Context: an optimization exercise on an open-source flow, tuned for small area. The choices shown serve that exercise and are no tape-out recipe.
In this exercise RTL edits were held to simulation tests only and were not proved equivalent to the original.
Power is estimated from default activity; no workload was simulated.

==> design.v <==
`default_nettype none
package synth_pkg;
	localparam int SAMPLE_W      = 16;
	localparam int PHASE_W       = 32;
	localparam int SPI_WORD_BITS = 16;
	localparam int SPI_CNT_W     = $clog2(SPI_WORD_BITS + 2);	 
	typedef logic signed [SAMPLE_W-1:0] sample_t;
	typedef logic [SPI_WORD_BITS-1:0]   pitch_t;
	typedef logic [PHASE_W-1:0]         phase_t;
	typedef logic [SAMPLE_W-1:0]        level_t;	 
	localparam int N_SAWS       = 8;
	localparam int PITCH_SHIFT  = 8;	 
	localparam int SAW_TOP_BITS = 13;	 
	localparam logic [N_SAWS*PHASE_W-1:0] SAW_DETUNE = {
		32'd57612, 32'd56789, 32'd55336, 32'd54577,
		32'd53077, 32'd52777, 32'd51333, 32'd50000
	};
	localparam logic [SAMPLE_W-1:0] SAW_CENTER = 16'h8000;	 
	localparam level_t DECAY_START = 16'h7ffc;	 
	localparam level_t DECAY_STEP  = 16'h0040;	 
	localparam int     VCA_SHIFT   = 15;
	localparam int BCK_HALF   = 4;	 
	localparam int DIV_W      = $clog2(BCK_HALF);
	localparam int FRAME_BITS = 32;	 
	localparam int BIT_W      = $clog2(FRAME_BITS);
endpackage
`default_nettype wire
`timescale 1ns/1ns
`default_nettype none
module spi_word_rx
(
	input  logic   clk,
	input  logic   trigger,
	input  logic   sck,
	input  logic   mosi,
	input  logic   cs,	 
	output synth_pkg::pitch_t pitch,
	output logic   note_on
);
	logic [2:0] sck_sync;
	logic [1:0] mosi_sync;	 
	logic [2:0] cs_sync;
	logic sck_rise;
	logic cs_rise;
	logic cs_low;
	logic [synth_pkg::SPI_CNT_W-1:0] bit_cnt;
	synth_pkg::pitch_t               shreg;	 
	assign sck_rise = sck_sync[1] & ~sck_sync[2];
	assign cs_rise  = cs_sync[1] & ~cs_sync[2];
	assign cs_low   = ~cs_sync[1];
	always_ff @(posedge clk or posedge trigger) begin
		if (trigger) begin
			sck_sync  <= '0;
			mosi_sync <= '0;
			cs_sync   <= '1;	 
		end else begin
			sck_sync  <= {sck_sync[1:0], sck};
			mosi_sync <= {mosi_sync[0], mosi};
			cs_sync   <= {cs_sync[1:0], cs};
		end
	end
	always_ff @(posedge clk or posedge trigger) begin
		if (trigger) begin
			bit_cnt <= '0;
		end else if (!cs_low) begin
			bit_cnt <= '0;	 
		end else if (sck_rise && bit_cnt <= synth_pkg::SPI_CNT_W'(synth_pkg::SPI_WORD_BITS)) begin
			bit_cnt <= bit_cnt + 1'b1;
		end
	end
	always_ff @(posedge clk) begin
		if (sck_rise && cs_low)
			shreg <= {shreg[synth_pkg::SPI_WORD_BITS-2:0], mosi_sync[1]};
	end
	always_ff @(posedge clk or posedge trigger) begin
		if (trigger) begin
			pitch   <= '0;
			note_on <= 1'b0;
		end else begin
			note_on <= 1'b0;
			if (cs_rise && bit_cnt == synth_pkg::SPI_CNT_W'(synth_pkg::SPI_WORD_BITS)) begin
				pitch   <= shreg;
				note_on <= 1'b1;	 
			end
		end
	end
endmodule
`default_nettype wire
`timescale 1ns/1ns
`default_nettype none
module supersaw_osc
(
	input  logic    clk,
	input  logic    trigger,
	input  logic    frame_tick,
	input  synth_pkg::pitch_t  pitch,
	output synth_pkg::sample_t saw
);
	synth_pkg::phase_t acc [synth_pkg::N_SAWS];
	synth_pkg::phase_t inc;	 
	logic   tick_d;	 
	logic [synth_pkg::SAMPLE_W-1:0] saw_sum;
	assign inc = synth_pkg::phase_t'(pitch) << synth_pkg::PITCH_SHIFT;
	always_ff @(posedge clk or posedge trigger) begin
		if (trigger) begin
			for (int i = 0; i < synth_pkg::N_SAWS; i++)
				acc[i] <= '0;
		end else if (frame_tick) begin
			for (int i = 0; i < synth_pkg::N_SAWS; i++)
				acc[i] <= acc[i] + inc + synth_pkg::SAW_DETUNE[i*synth_pkg::PHASE_W +: synth_pkg::PHASE_W];	 
		end
	end
	always_comb begin
		saw_sum = '0;
		for (int i = 0; i < synth_pkg::N_SAWS; i++)
			saw_sum = saw_sum + synth_pkg::SAMPLE_W'(acc[i][synth_pkg::PHASE_W-1 -: synth_pkg::SAW_TOP_BITS]);
	end
	always_ff @(posedge clk or posedge trigger) begin
		if (trigger) begin
			tick_d <= 1'b0;
			saw    <= '0;
		end else begin
			tick_d <= frame_tick;
			if (tick_d)
				saw <= synth_pkg::sample_t'(saw_sum - synth_pkg::SAW_CENTER);	 
		end
	end
endmodule
`default_nettype wire
`timescale 1ns/1ns
`default_nettype none
module decay_vca
(
	input  logic    clk,
	input  logic    trigger,
	input  logic    frame_tick,
	input  logic    note_on,
	input  synth_pkg::sample_t saw,
	output synth_pkg::sample_t vca_out
);
	synth_pkg::level_t level;
	logic   note_pend;	 
	logic [2:0] tick_pipe;	 
	logic signed [2*synth_pkg::SAMPLE_W:0] prod;	 
	always_ff @(posedge clk or posedge trigger) begin
		if (trigger) begin
			level     <= '0;
			note_pend <= 1'b0;
		end else begin
			if (frame_tick) begin
				note_pend <= note_on;	 
				if (note_pend)
					level <= synth_pkg::DECAY_START;
				else if (level > synth_pkg::DECAY_STEP)
					level <= level - synth_pkg::DECAY_STEP;
				else
					level <= '0;	 
			end else if (note_on) begin
				note_pend <= 1'b1;
			end
		end
	end
	always_ff @(posedge clk or posedge trigger) begin
		if (trigger)
			tick_pipe <= '0;
		else
			tick_pipe <= {tick_pipe[1:0], frame_tick};
	end
	always_ff @(posedge clk) begin
		if (tick_pipe[1])
			prod <= saw * $signed({1'b0, level});	 
	end
	always_ff @(posedge clk or posedge trigger) begin
		if (trigger)
			vca_out <= '0;
		else if (tick_pipe[2])
			vca_out <= synth_pkg::sample_t'(prod >>> synth_pkg::VCA_SHIFT);
	end
endmodule
`default_nettype wire
`timescale 1ns/1ns
`default_nettype none
module i2s_tx
(
	input  logic    clk,
	input  logic    trigger,
	input  synth_pkg::sample_t left,
	input  synth_pkg::sample_t right,
	output logic    frame_tick,
	output logic    bck,
	output logic    lrck,
	output logic    din
);
	logic [synth_pkg::DIV_W-1:0] div;		 
	logic [synth_pkg::BIT_W-1:0] bit_cnt;	 
	logic [synth_pkg::BIT_W-1:0] next_bit;
	logic             first_fall;	 
	logic half_end;
	logic fall;
	logic rise;
	logic frame_end;
	logic [2*synth_pkg::SAMPLE_W-1:0] shreg;	 
	assign half_end  = div == synth_pkg::DIV_W'(synth_pkg::BCK_HALF - 1);
	assign fall      = half_end && (bck || first_fall);
	assign rise      = half_end && !bck && !first_fall;
	assign next_bit  = bit_cnt + 1'b1;	 
	assign frame_end = bit_cnt == synth_pkg::BIT_W'(synth_pkg::FRAME_BITS - 1);
	always_ff @(posedge clk or posedge trigger) begin
		if (trigger) begin
			div        <= synth_pkg::DIV_W'(synth_pkg::BCK_HALF - 1);
			bit_cnt    <= synth_pkg::BIT_W'(synth_pkg::FRAME_BITS - 1);	 
			first_fall <= 1'b1;
			bck        <= 1'b0;
			lrck       <= 1'b0;
			din        <= 1'b0;
			frame_tick <= 1'b0;
		end else begin
			frame_tick <= 1'b0;
			if (half_end)
				div <= '0;
			else
				div <= div + 1'b1;
			if (rise)
				bck <= 1'b1;	 
			if (fall) begin
				bck        <= 1'b0;
				first_fall <= 1'b0;
				bit_cnt    <= next_bit;
				lrck       <= next_bit[synth_pkg::BIT_W-1];	 
				if (frame_end) begin
					din        <= left[synth_pkg::SAMPLE_W-1];	 
					frame_tick <= 1'b1;	 
				end else begin
					din <= shreg[2*synth_pkg::SAMPLE_W-1];
				end
			end
		end
	end
	always_ff @(posedge clk) begin
		if (fall) begin
			if (frame_end)
				shreg <= {left[synth_pkg::SAMPLE_W-2:0], right, 1'b0};	 
			else
				shreg <= {shreg[2*synth_pkg::SAMPLE_W-2:0], 1'b0};
		end
	end
endmodule
`default_nettype wire
`timescale 1ns/1ns
`default_nettype none
module synth_top
(
	input  logic clk,
	input  logic trigger,
	input  logic sck,
	input  logic mosi,
	input  logic cs,
	output logic i2s_bck,
	output logic i2s_lrck,
	output logic i2s_din
);
	synth_pkg::pitch_t  pitch;
	logic    note_on;
	logic    frame_tick;	 
	synth_pkg::sample_t saw;
	synth_pkg::sample_t vca_out;
	spi_word_rx i_rx (
		.clk     (clk),
		.trigger (trigger),
		.sck     (sck),
		.mosi    (mosi),
		.cs      (cs),
		.pitch   (pitch),
		.note_on (note_on)
	);
	supersaw_osc i_osc (
		.clk        (clk),
		.trigger    (trigger),
		.frame_tick (frame_tick),
		.pitch      (pitch),
		.saw        (saw)
	);
	decay_vca i_vca (
		.clk        (clk),
		.trigger    (trigger),
		.frame_tick (frame_tick),
		.note_on    (note_on),
		.saw        (saw),
		.vca_out    (vca_out)
	);
	i2s_tx i_i2s (
		.clk        (clk),
		.trigger    (trigger),
		.left       (vca_out),
		.right      (saw),
		.frame_tick (frame_tick),
		.bck        (i2s_bck),
		.lrck       (i2s_lrck),
		.din        (i2s_din)
	);
endmodule
`default_nettype wire
==> run.sh <==
#!/bin/bash
# synth_recipe.tcl (not shown) runs the flow's synth.tcl, then flattens the netlist and writes it again
# the make line also repeats each setting of config.mk as NAME=value (left out here)
make -C /OpenROAD-flow-scripts/flow DESIGN_CONFIG=/design/flow/config.mk WORK_HOME=/design/flow/orfs CLKGATE_MAP_FILE= SYNTH_SCRIPT=/design/flow/synth_recipe.tcl finish
==> config.mk <==
export PLATFORM = sky130hd
export DESIGN_NAME = synth_top
export DESIGN_NICKNAME = synth_top
export VERILOG_FILES = /design/flow/design.v
export SDC_FILE = /design/flow/constraint.sdc
export NUM_CORES = 4
export LEC_CHECK = 0
export CAP_MARGIN = 20
export CORE_MARGIN = 2
export CORE_UTILIZATION = 40
export SLEW_MARGIN = 20
==> constraint.sdc <==
create_clock -name core_clock -period 10.0 [get_ports {clk}]
set_input_delay 2.0000 -clock core_clock [delete_from_list [all_inputs] [get_ports {clk}]]
set_output_delay 2.0000 -clock core_clock [all_outputs]
set_load 0.01 [all_outputs]
==> run summary <==
-- cells in the final DEF, fill, tap and decap left out, drive strengths merged, types with 27 or more instances in the layout --
cell type and count:
inv 516, ha 453, dfrtp 325, nand2 286, fa 237, xnor2 176, a21oi 170, o21ai 160
nor2 154, mux2 149, xor2 85, a21o 81, and2 75, edfxtp 63, clkbuf 60, nand3 45
nor3 42, nor2b 30, a31oi 28, and3 27
-- registers in the layout (all words and copies together), names as in the netlist, 5 cells and up --
| register | cells |
|---|---|
| i_i2s.shreg | 31 |
| i_osc.acc | 247 |
| i_i2s.bit_cnt | 5 |
| i_rx.shreg | 16 |
| i_rx.bit_cnt | 5 |
| i_rx.pitch | 16 |
| i_osc.saw | 16 |
| i_vca.prod | 16 |
| i_vca.level | 11 |
| i_vca.vca_out | 16 |
-- worst reg2reg max path, cell delays in order (launching register included) --
cell	delay, ns
dfrtp_1	0.63
and2_1	0.35
ha_1	0.37
inv_1	0.10
nor3_1	0.18
a21o_1	0.13
o22ai_1	0.08
a21o_1	0.18
ha_1	0.18
a311oi_1	0.34
fa_1	0.49
fa_1	0.54
inv_1	0.05
fa_1	0.47
inv_1	0.05
fa_1	0.47
inv_1	0.04
ha_1	0.31
a2111oi_0	0.38
o21a_1	0.18
nor2_1	0.07
a2111oi_2	0.56
a211oi_1	0.25
o21ai_0	0.27
o21ai_0	0.17
a21oi_1	0.21
xnor2_1	0.08
-- area by class of cell --
| class | instances | area share |
|---|---|---|
| multi-input cells | 2526 | 0.587 |
| flip-flops and latches | 399 | 0.273 |
| inverters | 515 | 0.0512 |
| well taps | 1155 | 0.0382 |
| clock buffers | 60 | 0.0351 |
| clock inverters | 27 | 0.0110 |
| repair buffers | 20 | 0.00542 |
-- logic make-up (layout without fill, tap and decap cells) --
group / count (synthesis) / after routing
multiplexers: 157 / 157
AO/OA/AOI/OAI: 619 / 619
buffers and inverters: 619 / 622
flip-flops: 399 / 399
AND/OR/NAND/NOR: 779 / 779
adder cells (fa/ha/maj): 690 / 690
XOR/XNOR: 261 / 261
other: 2 / 20
-- routing by layer --
layer / up-vias / global-route usage
met5: - / 0
met4: 0 / 0.0377
met3: 86 / 0.0204
met2: 265 / 0.286
met1: 11500 / 0.213
li1: 11800 / -
-- final timing paths --
check / startpoint / end / slack, ns
min reg2reg: i_rx.mosi_sync[0] / i_rx.mosi_sync[1] / 0.36
max in group asynchronous: trigger / i_osc.acc[0][8] / 6.42
min in group asynchronous: trigger / i_osc.acc[2][21] / 1.70
max reg2reg: i_vca.level[4] / i_vca.prod[30] / 2.68
max: i_vca.level[4] / i_vca.prod[30] / 2.68
min: i_rx.mosi_sync[0] / i_rx.mosi_sync[1] / 0.36
-- where the power goes --
part / switching [mW] / internal, mW / total [mW]
Combinational: 0.0541 / 0.0225 / 0.0766
Sequential: 0.00217 / 1.65 / 1.65
Clock: 0.763 / 1.16 / 1.92
-- through the flow --
| stage | hold WS, ns | utilization |
|---|---|---|
| floorplan | 0.331 | - |
| global placement | 0.339 | 0.417 |
| detailed placement | 0.343 | 0.417 |
| CTS | 0.358 | 0.438 |
| global route | 0.358 | 0.438 |
| finish | 0.355 | 0.438 |
==> Implementation_results.wiki <==
{| class="wikitable"
! Metric !! Value
|-
| Total Routed Length || between 70000 and 80000 µm
|-
| Count of placed standard cells in the final layout, fillers left out || 4702
|-
| Status || timing/DRC/antenna clean
|-
| CP max stage delay || 0.63 ns
|-
| Number of top-level pins || 8
|-
| Gate Count Post-Synth || ~3500
|-
| Global-route wire length before repair || between 100000 and 150000 µm
|-
| Die area || slightly below 0.09 mm²
|-
| Routed wl met2 || 34400 µm
|-
| 1st-pass router iterations || 5
|-
| Mean Syn Cell Area || 9.87 µm²
|-
| Clock buffers created by TritonCTS || 47
|-
| Diodes inserted || 0
|-
| Final setup violation count || 0
|-
| Cell with the biggest individual delay on the critical path || dfrtp_1
|-
| Final sum of negative setup slack || 0 ns
|-
| Parity-gate share of the synthesized area counting xor and xnor cells || 0.0657
|-
| Cells resized by post-CTS repair || 0
|-
| Ratio of cells with drive above 1 in the final layout || 0.0815
|-
| Routability congestion estimate || 0.847
|-
| Height of the chip || between 200 and 300 µm
|-
| Mean number of vias per cell || 5.03
|-
| Arrival time worst endpoint || between 7 and 8 ns
|-
| Warnings, synthesis || 5
|-
| Minimum period implied by the final worst setup slack || between 7 and 8 ns
|-
| Wire length on met1 || about 33000 µm
|-
| Cell chosen for the clock root || clkbuf_16
|-
| Vias in the first global route || between 20000 and 25000
|-
| Crit path capture type || register
|-
| Overall global routing resource usage || 0.163
|-
| Multi-input combinational cell area || ~0.022 mm²
|-
| Top Family by Delay on Critical Path || adder cells
|-
| Max Buffers Root-to-Sink || 3
|-
| Residual overflow from global routing || 0
|-
| Half-perimeter wire length of the detailed placement result || 54500 µm
|-
| Fraction of the mapped netlist area in simple logic gates || 0.108
|-
| CTS tree || yes
|-
| Maximum operating frequency || 137 MHz
|-
| Leakage power figure || approximately 19 nW
|-
| Number of core rows || 108
|-
| Placed standard-cell area || 0.0361 mm²
|-
| CTS H-tree depth || 2
|-
| Post-synthesis compound-gate area fraction || 0.112
|-
| Fin Clk Skew || slightly above 0.06 ns
|-
| Area contributors post-synth || dfrtp_1 (23%), ha_1 (16%), fa_1 (14%), inv_1 (5.5%), edfxtp_1 (5.4%)
|-
| Number of setup buffers added after CTS || 0
|-
| Area growth, synth to finish || 8.82%
|-
| Buffering stage count on the worst path with inverters included || 4
|-
| Number of flops mapped to enable cells by yosys || between 60 and 70
|-
| Insertion delay of the later-clocked pin in the worst-skew pair || 0.61 ns
|-
| Detail Route met3 WL || 2060 µm
|-
| Antenna violations before repair || 0
|-
| Number of input and output port buffers inserted || 7
|-
| FILL cells || 8352
|-
| Leading register cell type out of synthesis || dfrtp_1
|-
| Reg clk slew, reported paths || ~0.06 ns
|-
| Area of all sequential standard cells || 0.0103 mm²
|-
| Post-layout total power || 3.65 mW
|-
| Worst Hold Depth || 0
|-
| Synth Cell Area || ~0.035 mm²
|-
| Critical setup path kind || register to register
|-
| Core outline area || 0.0865 mm²
|-
| Number of distinct standard cells referenced by the synthesized netlist || 80
|-
| Hold buffer count at CTS || 0
|-
| Minimum setup slack in the final design || ~2.7 ns
|-
| Fraction of post-synthesis cell area in the top cell type by area || 0.234
|-
| Most repeated cell in the gate-level netlist after synthesis || inv_1
|-
| DRC errors left || 0
|-
| Routed length per placed instance || 15.2 µm
|-
| Initial core utilization || 0.402
|-
| Share of cell area taken by muxes after synthesis || 0.0506
|-
| Unrepaired setup endpoints after global routing || false
|-
| FF+latch count, synth || between 300 and 400
|-
| Count of pins over their slew limit || 0
|-
| Largest fanout of any net on the critical path || 24
|-
| Number of sinks driven by the clock tree || 399
|-
| Worst slack after detailed placement || 2.56 ns
|-
| WP depth || 26
|-
| Slew at the pin closest to its max-slew limit || 1.04 ns
|-
| Die W || 299 µm
|-
| Starting DRT DRC Count || 1049
|-
| Top post-synthesis cells by count || inv_1 (514), ha_1 (453), dfrtp_1 (325)
|-
| Max-capacitance violation count || 0
|-
| Final critical-path share of the clock period || 0.732
|-
| Dominant combinational cell family by area after synthesis || adder cells
|-
| Antenna Nets Post-Route || 0
|-
| Pin count of the biggest net entering global routing || 165
|-
| Nature of the critical path startpoint || register
|-
| IR drop worst, VDD || 0.127 mV
|-
| Worst reg2reg path depth || 26
|-
| Max transition margin || 0.297
|-
| Adder-cell share of the synthesized area || 0.299
|-
| Sequential cell area fraction in the yosys report || 0.296
|-
| Cell area power density || 96.5 mW/mm²
|-
| Post-synth ARST share || 0.842
|-
| Number of failing hold endpoints at the final stage || 0
|-
| Top metal layer carrying routed signals || met4
|-
| Fin nets || roughly 4200
|-
| Total via count in the routed design || 23700
|-
| Required time reported for the critical path endpoint || 10.37 ns
|-
| Final non-filler cell area || 0.0379 mm²
|-
| Cell count after placement || 4614
|-
| Area leader, netlist || dfrtp_1
|-
| Min-delay worst type || register to register
|}

-- separate check: timing with driven ports --
How much do the figures lean on ideal ports? The routed layout below was timed once more, with nothing changed but the port constraints.
Step 1 sets driving cells, clkbuf_16 on the clock port and buf_2 on the other inputs (assumed; they add their load-dependent delay and slew).
Step 2 also shifts input and output timing later by t, the mid clock arrival at the registers, as if the neighbouring blocks saw the same clock.
Three values: no drivers, after step 1, after step 2; two values: the first two.
t, ns: 0.649
setup WS [ns]: 2.676 / 2.676 / 2.676
worst setup path at the end: register to register
slew at the worst register clock pin (ns): 0.07 / 0.07
After both steps this run still meets setup and hold. The setup slack of this run moves by 0.000 ns with the drivers and by 0.000 ns with both steps.
